Context: an optimization exercise on an open-source flow, tuned for small area, a short achievable clock period and few clock cycles per item. The choices shown serve that exercise and are no tape-out recipe. In this exercise RTL edits were held to simulation tests only and were not proved equivalent to the original. Power and IR drop assume default switching activity.

$ cat flow/standard.sh
#!/bin/bash
# synth_recipe.tcl (not shown) runs the flow's synth.tcl, then flattens the netlist and writes it again
# the make line also repeats each setting of config.mk as NAME=value (left out here)
make -C /OpenROAD-flow-scripts/flow DESIGN_CONFIG=/design/flow/config.mk WORK_HOME=/design/flow/orfs CLKGATE_MAP_FILE= SYNTH_SCRIPT=/design/flow/synth_recipe.tcl "${@:-finish}"
$ cat flow/design.v
package eda_regional_max_pkg;
    localparam int DEF_M            = 8;
    localparam int DEF_N            = 8;
    localparam int DEF_PIXEL_WIDTH  = 8;
    localparam int DEF_WINDOW_WIDTH = 3;
    localparam int DEF_I_WIDTH      = 3;
    localparam int DEF_J_WIDTH      = 3;
endpackage
module regional_max_window (
    input  logic clk,
    input  logic rearm_i,   
    input  logic a_i,       
    input  logic b_i,       
    output logic eq_o       
);
    logic eq_q;
    always_ff @(posedge clk) eq_q <= (eq_q & ~(a_i ^ b_i)) | rearm_i;
    assign eq_o = eq_q;
endmodule
module regional_max
#(
    parameter int M            = eda_regional_max_pkg::DEF_M,
    parameter int N            = eda_regional_max_pkg::DEF_N,
    parameter int PIXEL_WIDTH  = eda_regional_max_pkg::DEF_PIXEL_WIDTH,
    parameter int WINDOW_WIDTH = eda_regional_max_pkg::DEF_WINDOW_WIDTH,
    parameter int I_WIDTH      = eda_regional_max_pkg::DEF_I_WIDTH,
    parameter int J_WIDTH      = eda_regional_max_pkg::DEF_J_WIDTH,
    parameter int ADDR_WIDTH   = I_WIDTH + J_WIDTH
) (
    input  logic                   clk,
    input  logic                   reset_n,
    input  logic [PIXEL_WIDTH-1:0] pixel_in,
    input  logic [ADDR_WIDTH-1:0]  rd_addr,
    input  logic                   start,
    input  logic [ADDR_WIDTH-1:0]  wr_addr,
    input  logic                   write_en,
    output logic                   done,
    output logic [M*N-1:0]        matrix_output
);
    localparam int P  = M * N;
    logic unused_rd_addr;
    assign unused_rd_addr = ^rd_addr;
    logic          busy_q;      
    logic          cmp_q;       
    logic          itr_q;       
    logic          done_q;
    logic          changed;     
    logic [PIXEL_WIDTH-1:0] img_q [P];
    logic [PIXEL_WIDTH-1:0] bsel_q;   
    logic [P-1:0]           bp;       
    logic [M-1:0] wr_row;
    logic [N-1:0] wr_col;
    for (genvar r = 0; r < M; r++) begin : g_wr_row
        assign wr_row[r] = write_en & ~busy_q & (wr_addr[ADDR_WIDTH-1:J_WIDTH] == I_WIDTH'(r));
    end
    for (genvar c = 0; c < N; c++) begin : g_wr_col
        assign wr_col[c] = (wr_addr[J_WIDTH-1:0] == J_WIDTH'(c));
    end
    for (genvar p = 0; p < P; p++) begin : g_img
        localparam int R = p / N;
        localparam int C = p % N;
        always_ff @(posedge clk) begin
            if (wr_row[R] & wr_col[C]) img_q[p] <= pixel_in;
        end
        assign bp[p] = |(img_q[p] & bsel_q);
    end
    logic [P-1:0] flag_q;    
    logic [P-1:0] snd;       
    logic [P-1:0] nbany;     
    logic [P-1:0] clr;       
    assign snd = bp | ({P{itr_q | bsel_q[0]}} & ~flag_q);
    logic finish;
    assign finish = itr_q & ~changed;
    assign rearm = (~busy_q & ~start) | finish;
    function automatic int dr(input int d);
        case (d)
            0, 1, 7: dr = -1;
            3, 4, 5: dr = 1;
            default: dr = 0;
        endcase
    endfunction
    function automatic int dc(input int d);
        case (d)
            1, 2, 3: dc = 1;
            5, 6, 7: dc = -1;
            default: dc = 0;
        endcase
    endfunction
    for (genvar p = 0; p < P; p++) begin : g_pix
        localparam int R = p / N;
        localparam int C = p % N;
        logic [7:0] nb_eq;    
        logic [7:0] nb_hit;   
        for (genvar d = 0; d < 8; d++) begin : g_dir
            localparam int RR = R + dr(d);
            localparam int CC = C + dc(d);
            localparam bit V  = (RR >= 0) && (RR < M) && (CC >= 0) && (CC < N);
            localparam int Q  = V ? RR * N + CC : 0;
            if (V && d >= 2 && d <= 5) begin : g_own
                logic e_eq;
                regional_max_window u_edge (
                    .clk    (clk),
                    .rearm_i(rearm),
                    .a_i    (bp[p]),
                    .b_i    (bp[Q]),
                    .eq_o   (e_eq)
                );
                assign nb_eq[d] = e_eq;
            end else if (V) begin : g_peer
                assign nb_eq[d] = g_pix[Q].g_dir[(d + 4) % 8].g_own.e_eq;
            end else begin : g_none
                assign nb_eq[d] = 1'b0;
            end
            if (V) begin : g_s
                assign nb_hit[d] = nb_eq[d] & snd[Q];
            end else begin : g_ns
                assign nb_hit[d] = 1'b0;
            end
        end
        assign nbany[p] = |nb_hit;
        assign clr[p]   = ~bp[p] & nbany[p];
    end
    logic [M-1:0] chg_q;
    for (genvar r = 0; r < M; r++) begin : g_chg
        always_ff @(posedge clk) chg_q[r] <= (|(flag_q[r*N +: N] & nbany[r*N +: N])) | cmp_q;
    end
    assign changed = |chg_q;
    localparam logic [PIXEL_WIDTH-1:0] MSB = {1'b1, {(PIXEL_WIDTH-1){1'b0}}};
    always_ff @(posedge clk) begin
        if (!reset_n) begin
            busy_q  <= 1'b0;
            cmp_q   <= 1'b0;
            itr_q   <= 1'b0;
            bsel_q  <= MSB;
            done_q  <= 1'b0;
            flag_q  <= '0;
        end else begin
            done_q  <= 1'b0;
            if (!busy_q) begin
                if (start) begin
                    busy_q  <= 1'b1;
                    cmp_q   <= 1'b1;
                    flag_q  <= ~clr;
                    bsel_q  <= bsel_q >> 1;
                end
            end else if (cmp_q) begin
                bsel_q <= bsel_q >> 1;
                flag_q <= flag_q & ~clr;
                if (bsel_q[0]) begin
                    cmp_q  <= 1'b0;
                    itr_q  <= 1'b1;
                end
            end else if (itr_q) begin
                flag_q <= flag_q & ~clr;
                if (finish) begin
                    itr_q  <= 1'b0;
                    busy_q <= 1'b0;
                    done_q <= 1'b1;
                    bsel_q <= MSB;
                end
            end
        end
    end
    assign done          = done_q;
    assign matrix_output = flag_q;
endmodule
$ cat flow/constraint.sdc
create_clock -name core_clock -period 9.0 [get_ports {clk}]
set_input_delay 1.8000 -clock core_clock [delete_from_list [all_inputs] [get_ports {clk}]]
set_output_delay 1.8000 -clock core_clock [all_outputs]
set_load 0.01 [all_outputs]
$ cat flow/flow/run.sh
#!/bin/bash
# Standard layout, with timing repair aiming 6 ns above the 9 ns clock's
# requirement (i.e. for a 3 ns period), to find the shortest period the design
# reaches. The clock and constraints are the design's, unchanged.
set -euo pipefail
export SETUP_SLACK_MARGIN=6.0
bash standard.sh finish > standard_flow.log 2>&1
$ cat flow/config.mk
export PLATFORM = sky130hd
export DESIGN_NAME = regional_max
export DESIGN_NICKNAME = regional_max
export VERILOG_FILES = /design/flow/design.v
export SDC_FILE = /design/flow/constraint.sdc
export NUM_CORES = 4
export LEC_CHECK = 0
export ABC_CLOCK_PERIOD_IN_PS = 3000
export CAP_MARGIN = 20
export CORE_MARGIN = 2
export CORE_UTILIZATION = 60
export CTS_CLUSTER_DIAMETER = 150
export CTS_CLUSTER_SIZE = 30
export PLACE_DENSITY = 0.72
export SLEW_MARGIN = 20
==> impl_metrics.ini, run 1 <==
[status]
outcome = complete, no violations

[placement]
place_area_mm2 = 0.0341
gp_congestion = 0.865
port_buffers = 82
hpwl_mm = 50.3

[sta]
final_max_slew_viol_count = 0
setup-tns-final_ps = 0
period_share_pct = 34.5
clock.fmax_mhz = 322
worstMarginPinSlew_ps = 1080
slew_headroom_pct = 27.8
fin_skew_ps = 23.3
hold_viol = 0
rsz0062_at_grt = yes
fin_crit_ps = 3100
finalSetupViolCount = 0

[detailed_routing]
routed.top_layer = met5
wl_met3_mm = 8.70
first_iter_violations = 2892
drt_wl_total_mm = 90.7
met2_length_mm = 42.6
firstDrtPassIters = 8
route.antenna.remaining_nets = 0
routed_via_density = 6.55
vias = 23500
met1_length_mm = 37.2
wl_per_cell_um = 25.2
route.detailed.drc = 0

[pwr]
power_switching_mw = 1.94
p_clk_share_pct = 24.0
power.density_mw_per_mm2 = 195
power.internal_mw = 5.30
swShare_pct = 26.8
irDropWorstVdd_mv = 0.149
power_frac_comb_pct = 16.5
p_leak_nw = 13.3
power_frac_seq_pct = 59.5

[die]
die-area_mm2 = 0.0565
die_x_um = 238
core_mm2 = 0.0539
fp.dieH_um = 238
rows = 85
start_util_pct = 60.8
ios = 89

[layout]
seq_area_mm2 = 0.0214
final_common_cell = edfxtp_1
final_cell_mix = edfxtp_1 (512), nand2_1 (454), a22oi_1 (368), dfxtp_1 (222), xnor2_1 (194)
antennaDiodeCount = 0
drive_gt1_share_pct = 19.4
nFillCells = 3830
fin_nets = 2901
final_area_mm2 = 0.0371
multi_input_area_mm2 = 0.0115
area_delta_synth_final_pct = 13.2

[clock_network]
cts_buffers = 30
htreeDepth = 1
cts_tree = built
clk_pin_slew_ps = 120
cts_buffer_depth = 3
cts.sink_count = 806
clock_latency_ps = 650
cts_root_buffer = clkbuf_16

[yosys]
synthFlopType = edfxtp_1
synth.net_count = 2740
synth-warning-count = 4
ys_ff_latch = 806
yosysSeqAreaShare_pct = 64.8
synth.distinct_cells = 62
postSynth.asyncResetShare_pct = 0
synthesis.area_mm2 = 0.0328
synth_cells = 2716
synth_edf_count = 512
avgSynthCellArea_um2 = 12.1

[grt]
gr-total-overflow = 0
gr-usage-all-layers_pct = 31.0
antenna_found_initial = 2
grt_max_degree = 97
grt_pass1_vias = 22300
grt_pass1_wl_mm = 134

[critical_path]
end_kind = register
critPathKind = reg2reg
arrival_ps = 3630
required_ps = 9530
crit_fanout = 44
start_kind = register

[worst_hold_path]
min_path_type = reg2reg

[run]
maxCapViolCount = 0
==> worst max-delay path: stages (launching register included) <==
cell and delay [ps]:
dfxtp_4 390, buf_16 200, a22oi_2 190, nand4_1 110, buf_4 180, or2_4 300, a22o_1 230, or4_1 540
a222oi_1 340, or4b_1 470
==> flip-flops by register name, indices dropped and copies added (netlist names), 8 cells and up <==
name                           cells
img_q                            512
g_pix.g_dir.g_own.u_edge.eq_q    210
flag_q                            64
bsel_q                             8
chg_q                              8
==> per-stage QoR <==
stage / hold WS, ps / total power, mW / utilization [%] / cells / setup WS (ps)
2_1_floorplan: 429 / 5.06 / - / 2716 / 5890
3_3_place_gp: 437 / 5.40 / 63.3 / 3354 / 4620
3_5_place_dp: 449 / 5.43 / 63.3 / 3354 / 4620
4_1_cts: 465 / 7.17 / 67.6 / 3547 / 5860
5_1_grt: 485 / 7.49 / 68.9 / 3593 / 5810
6_report: 464 / 7.24 / 68.9 / 3593 / 5900
==> power by group through the flow <==
stage	logic, mW	clock network (mW)	registers, mW
2_1_floorplan	0.715	0	4.34
3_3_place_gp	0.996	0	4.40
3_5_place_dp	1.02	0	4.41
4_1_cts	1.12	1.75	4.30
5_1_grt	1.29	1.87	4.33
6_report	1.19	1.74	4.31
==> metal layers <==
| layer | vias to the layer above | global-route usage [%] |
|---|---|---|
| met1 | 11800 | 45.0 |
| li1 | 10400 | - |
| met4 | 4 | 8.46 |
| met5 | - | 0 |
| met2 | 1217 | 50.1 |
| met3 | 149 | 3.41 |
==> synth_stat cells (27+ instances only) <==
master | n | share of area [%]
o21ai_0 | 122 | 1.9
nand4_1 | 70 | 1.3
clkbuf_1 | 84 | 0.96
a22oi_1 | 376 | 8.6
xnor2_1 | 194 | 5.2
dfxtp_1 | 294 | 18
a21oi_1 | 54 | 0.82
a222oi_1 | 28 | 0.85
buf_2 | 29 | 0.44
nand2_1 | 461 | 5.3
nor2_1 | 175 | 2.0
edfxtp_1 | 512 | 47
buf_6 | 27 | 0.93
==> kinds of logic after synthesis <==
group | count (synthesis) | share of synthesized area [%]
AND/OR/NAND/NOR | 839 | 11.7
flip-flops | 806 | 64.8
AO/OA/AOI/OAI | 686 | 15.0
XOR/XNOR | 210 | 5.61
buffers and inverters | 175 | 2.88
==> area by class of cell <==
type                       count  area share, %
clock buffer                  52           2.36
inverter                       8         0.0809
multi-input combinational   1736           31.0
sequential                   806           57.7
tap                          696           2.34
timing repair buffer         295           6.46
==> path summary, 6_finish.rpt <==
path / slack, ps / endpoint / cells past startpoint / start
hold / removal: 460 / g_pix[17].g_dir[4].g_own.u_edge.eq_q$_DFF_P_ / 2 / g_pix[17].g_dir[4].g_own.u_edge.eq_q$_DFF_P_
setup / recovery: 5900 / chg_q[5]$_DFF_P_ / 9 / bsel_q[5]$_SDFFE_PN0P_
setup reg to reg: 5900 / chg_q[5]$_DFF_P_ / 9 / bsel_q[5]$_SDFFE_PN0P_
hold reg to reg: 460 / g_pix[17].g_dir[4].g_own.u_edge.eq_q$_DFF_P_ / 2 / g_pix[17].g_dir[4].g_own.u_edge.eq_q$_DFF_P_
==> what timing repair did <==
item / in CTS / in global routing
endpoints found under the setup margin: 787 / 559
setup buffers: 139 / 43
resized for setup: 463 / 66
hold buffers: 0 / 0
gates cloned: 2 / 3
pin swaps: 36 / 31
endpoints found under the hold margin: 0 / 0
Testbench counts, summed over its fixed seeds: cycles 38,048, images 512.
==> run 2: changes to the inputs <==
--- a/flow/design.v
+++ b/flow/design.v
@@ -46,7 +46,9 @@
     logic          done_q;
     logic          changed;     
     logic [PIXEL_WIDTH-1:0] img_q [P];
-    logic [PIXEL_WIDTH-1:0] bsel_q;   
+    logic [PIXEL_WIDTH-1:0] bsel_q, bsel2_q;
+    logic                   last_q;   
+    assign last_q = bsel_q[0];
     logic [P-1:0]           bp;       
     logic [M-1:0] wr_row;
     logic [N-1:0] wr_col;
@@ -62,13 +64,17 @@
         always_ff @(posedge clk) begin
             if (wr_row[R] & wr_col[C]) img_q[p] <= pixel_in;
         end
-        assign bp[p] = |(img_q[p] & bsel_q);
+        if (R < M / 2) begin : g_lo
+            assign bp[p] = |(img_q[p] & bsel_q);
+        end else begin : g_hi
+            assign bp[p] = |(img_q[p] & bsel2_q);
+        end
     end
     logic [P-1:0] flag_q;    
     logic [P-1:0] snd;       
     logic [P-1:0] nbany;     
     logic [P-1:0] clr;       
-    assign snd = bp | ({P{itr_q | bsel_q[0]}} & ~flag_q);
+    assign snd = bp | ({P{itr_q | last_q}} & ~flag_q);
     logic finish;
     assign finish = itr_q & ~changed;
     assign rearm = (~busy_q & ~start) | finish;
@@ -132,6 +138,7 @@
             cmp_q   <= 1'b0;
             itr_q   <= 1'b0;
             bsel_q  <= MSB;
+            bsel2_q <= MSB;
             done_q  <= 1'b0;
             flag_q  <= '0;
         end else begin
@@ -142,11 +149,13 @@
                     cmp_q   <= 1'b1;
                     flag_q  <= ~clr;
                     bsel_q  <= bsel_q >> 1;
+                    bsel2_q <= bsel2_q >> 1;
                 end
             end else if (cmp_q) begin
-                bsel_q <= bsel_q >> 1;
+                bsel_q  <= bsel_q >> 1;
+                bsel2_q <= bsel2_q >> 1;
                 flag_q <= flag_q & ~clr;
-                if (bsel_q[0]) begin
+                if (last_q) begin
                     cmp_q  <= 1'b0;
                     itr_q  <= 1'b1;
                 end
@@ -156,7 +165,8 @@
                     itr_q  <= 1'b0;
                     busy_q <= 1'b0;
                     done_q <= 1'b1;
-                    bsel_q <= MSB;
+                    bsel_q  <= MSB;
+                    bsel2_q <= MSB;
                 end
             end
         end
--- a/flow/config.mk
+++ b/flow/config.mk
@@ -11,5 +11,4 @@
 export CORE_UTILIZATION = 60
 export CTS_CLUSTER_DIAMETER = 150
 export CTS_CLUSTER_SIZE = 30
-export PLACE_DENSITY = 0.72
 export SLEW_MARGIN = 20
==> run 2 against run 1 <==
Still clean on timing, DRC and antenna. Via count about the same. Sequential power about the same. Wire length rose by 4.1%. Sequential share of layout area shrank 0.92 points. Global-route usage up 1.0 points. Total power rose by 0.60%. Combinational power is 3% higher. Worst setup slack gained 36 ps. Utilization up 1.0 points. Clock power about the same. Critical endpoint is now chg_q[4]$_DFF_P_.
==> impl_metrics.ini, run 2 <==
[pwr]
power_switching_mw = 1.98
swShare_pct = 27.2
power.internal_mw = 5.30
p_clk_share_pct = 24.0
p_leak_nw = 13.5
power.density_mw_per_mm2 = 193
irDropWorstVdd_mv = 0.215
power_frac_seq_pct = 59.2
power_frac_comb_pct = 16.8
power_mw = 7.28

[die]
start_util_pct = 61.0
rows = 85
core_mm2 = 0.0540
die-area_mm2 = 0.0569
ios = 89
die_x_um = 238
fp.dieH_um = 238

[layout]
nFillCells = 3832
largest_reg_flops = 512
drive_gt1_share_pct = 20.9
reg.largest.list = img_q (512), g_pix.g_dir.g_own.u_edge.eq_q (210), flag_q (64)
regMostFlops = img_q
multi_input_area_mm2 = 0.0117
final_cell_mix = edfxtp_1 (512), nand2_1 (453), a22oi_1 (329), dfxtp_1 (222), buf_4 (193)
area_delta_synth_final_pct = 14.5
seq_area_mm2 = 0.0215
fin_nets = 2924
antennaDiodeCount = 0
final_common_cell = edfxtp_1

[yosys]
ys_ff_latch = 806
postSynth.asyncResetShare_pct = 0
synth_cells = 2726
synth.area.top_cells = edfxtp_1 (47%), dfxtp_1 (18%), a22oi_1 (7.9%), nand2_1 (5.2%), xnor2_1 (5.0%)
yosysTopAreaCell = edfxtp_1
synthFlopType = edfxtp_1
synth_edf_count = 512
synth-warning-count = 4
avgSynthCellArea_um2 = 12.1
synthesis.area_mm2 = 0.0330
synth.distinct_cells = 62
synth.most_common_cell = edfxtp_1
yosysSeqAreaShare_pct = 64.5
yosysTopAreaCellShare_pct = 46.6
synthTopCellsByCount = edfxtp_1 (512), nand2_1 (456), a22oi_1 (345), dfxtp_1 (294), xnor2_1 (189)
synth.net_count = 2750

[grt]
antenna_found_initial = 0
grt_max_degree = 106
grt_pass1_vias = 22200
grt_pass1_wl_mm = 137
gr-total-overflow = 0
gr-usage-all-layers_pct = 32.0

[detailed_routing]
first_iter_violations = 2862
route.antenna.remaining_nets = 0
drt_wl_total_mm = 94.4
vias = 23500
routed_via_density = 6.52
route.detailed.drc = 0
wl_per_cell_um = 26.1
firstDrtPassIters = 8

[sta]
clock.fmax_mhz = 326
rsz0062_at_grt = yes
final_max_slew_viol_count = 0
period_share_pct = 34.1
hold_viol = 0
final.setup.worst_slack_ps = 5930
slew_headroom_pct = 35.8
finalSetupViolCount = 0
fin_crit_ps = 3070
worstMarginPinSlew_ps = 959
finalHoldWorstSlack_ps = 465
setup-tns-final_ps = 0
fin_skew_ps = 40.0

[critical_path]
start_kind = register
crit_fanout = 19
critPathMaxStageDelay_ps = 520
cpMaxStageDelayCell = or4b_1
critPathKind = reg2reg
end_kind = register
required_ps = 9550
arrival_ps = 3610
cp_cell_sequence = buf_12, clkbuf_16, a22oi_1, nand4_4, or2_1, a22o_1, o21ai_0, nand4_1, or4b_1

[clock_network]
cts_buffer_depth = 3
cts.sink_count = 806
clk_pin_slew_ps = 120
cts_tree = built
cts_root_buffer = clkbuf_16
ctsHoldBuffers = 0
clock_latency_ps = 680
cts_buffers = 30
htreeDepth = 1

[run]
maxCapViolCount = 0

[placement]
port_buffers = 82
hpwl_mm = 52.0
dp_worst_setup_slack_ps = 4780
gp_congestion = 0.875

[worst_hold_path]
min_path_type = reg2reg

[status]
outcome = complete, no violations
run 2: timing repair:
item | 4_1_cts | 5_1_grt
endpoints found under the setup margin | 768 | 427
resized for setup | 467 | 92
buffers inserted | 133 | 56
pin swaps | 31 | 32
cloned | 6 | 6
run 2: path summary, 6_finish.rpt:
kind / startpoint / cells after the start / slack, ps / end
max: bsel2_q[5]$_SDFFE_PN0P_ / 9 / 5930 / chg_q[4]$_DFF_P_
min: g_pix[36].g_dir[4].g_own.u_edge.eq_q$_DFF_P_ / 2 / 460 / g_pix[36].g_dir[4].g_own.u_edge.eq_q$_DFF_P_
max reg2reg: bsel2_q[5]$_SDFFE_PN0P_ / 9 / 5930 / chg_q[4]$_DFF_P_
min reg2reg: g_pix[36].g_dir[4].g_own.u_edge.eq_q$_DFF_P_ / 2 / 460 / g_pix[36].g_dir[4].g_own.u_edge.eq_q$_DFF_P_
run 2: kinds of logic after synthesis:
family	after synthesis	share of synthesized area, %
DFF	806	64.5
and+or+nand+nor	823	11.5
xor gates and xnor gates	210	5.58
AOI/OAI and AO/OA	702	15.7
buffers and inverters	185	2.76
run 2: worst max-delay path: cells and delay by family (launching register included):
kind	cells	cell delay (ps)
buffers and inverters	2	350
and+or+nand+nor	4	1380
DFF	1	370
AOI/OAI and AO/OA	3	790
run 2: power groups by stage:
| stage | combinational (mW) | clock, mW | sequential [mW] |
|---|---|---|---|
| 2_1_floorplan | 0.717 | 0 | 4.34 |
| 3_3_place_gp | 1.02 | 0 | 4.40 |
| 3_5_place_dp | 1.04 | 0 | 4.40 |
| 4_1_cts | 1.14 | 1.76 | 4.31 |
| 5_1_grt | 1.32 | 1.88 | 4.33 |
| 6_report | 1.23 | 1.75 | 4.31 |
run 2: layout make-up:
class	count	area share, %
Sequential cell	806	56.8
Tap cell	696	2.31
Clock inverter	1	0.0795
Clock buffer	47	2.21
Inverter	11	0.109
Timing Repair Buffer	316	7.47
Multi-Input combinational cell	1735	31.0
run 2: per-stage QoR:
step           std cells  utilization (%)  cell area [um^2]
2_1_floorplan       2726                -             33400
3_3_place_gp        3363             63.6             34400
3_5_place_dp        3363             63.6             34400
4_1_cts             3550             68.2             36800
5_1_grt             3612             69.9             37800
6_report            3612             69.9             37800
run 2: metal layers:
layer	part of all wire, %	GRT usage (%)	vias up
li1	-	-	10500
met1	41	46.0	11800
met2	47	52.1	1101
met3	9.1	4.57	146
met4	2.5	7.71	0
met5	0	0	-
Testbench counts of run 2, summed over its fixed seeds: cycles 38,048, images 512.

afterwards: timing with drivers on the ports:
The results above use ideal ports. As a check the final layouts listed here were re-extracted and re-timed, cells and wires unchanged. Step 1 assumes that a clkbuf_16 drives the clock port and a buf_2 every other input. Step 2, shift: input delay + t, output delay - t, t = (earliest + latest rising clock arrival at the registers) / 2. This alone moves slack from input paths to output paths. Slacks: ideal / step 1 / step 2; pairs: ideal / step 1.
run	t, ns	setup WS [ns]	worst setup path after step 2	cell pins on the clock port's net
run 1	0.698	5.897 / 5.897 / 5.378	input to register	1
run 2	0.721	5.933 / 5.933 / 5.278	input to register	1
After both steps setup and hold are still met in every run listed. For run 2, which loses most, drivers alone change the setup slack by 0.000 ns; drivers and shift together by -0.655 ns.
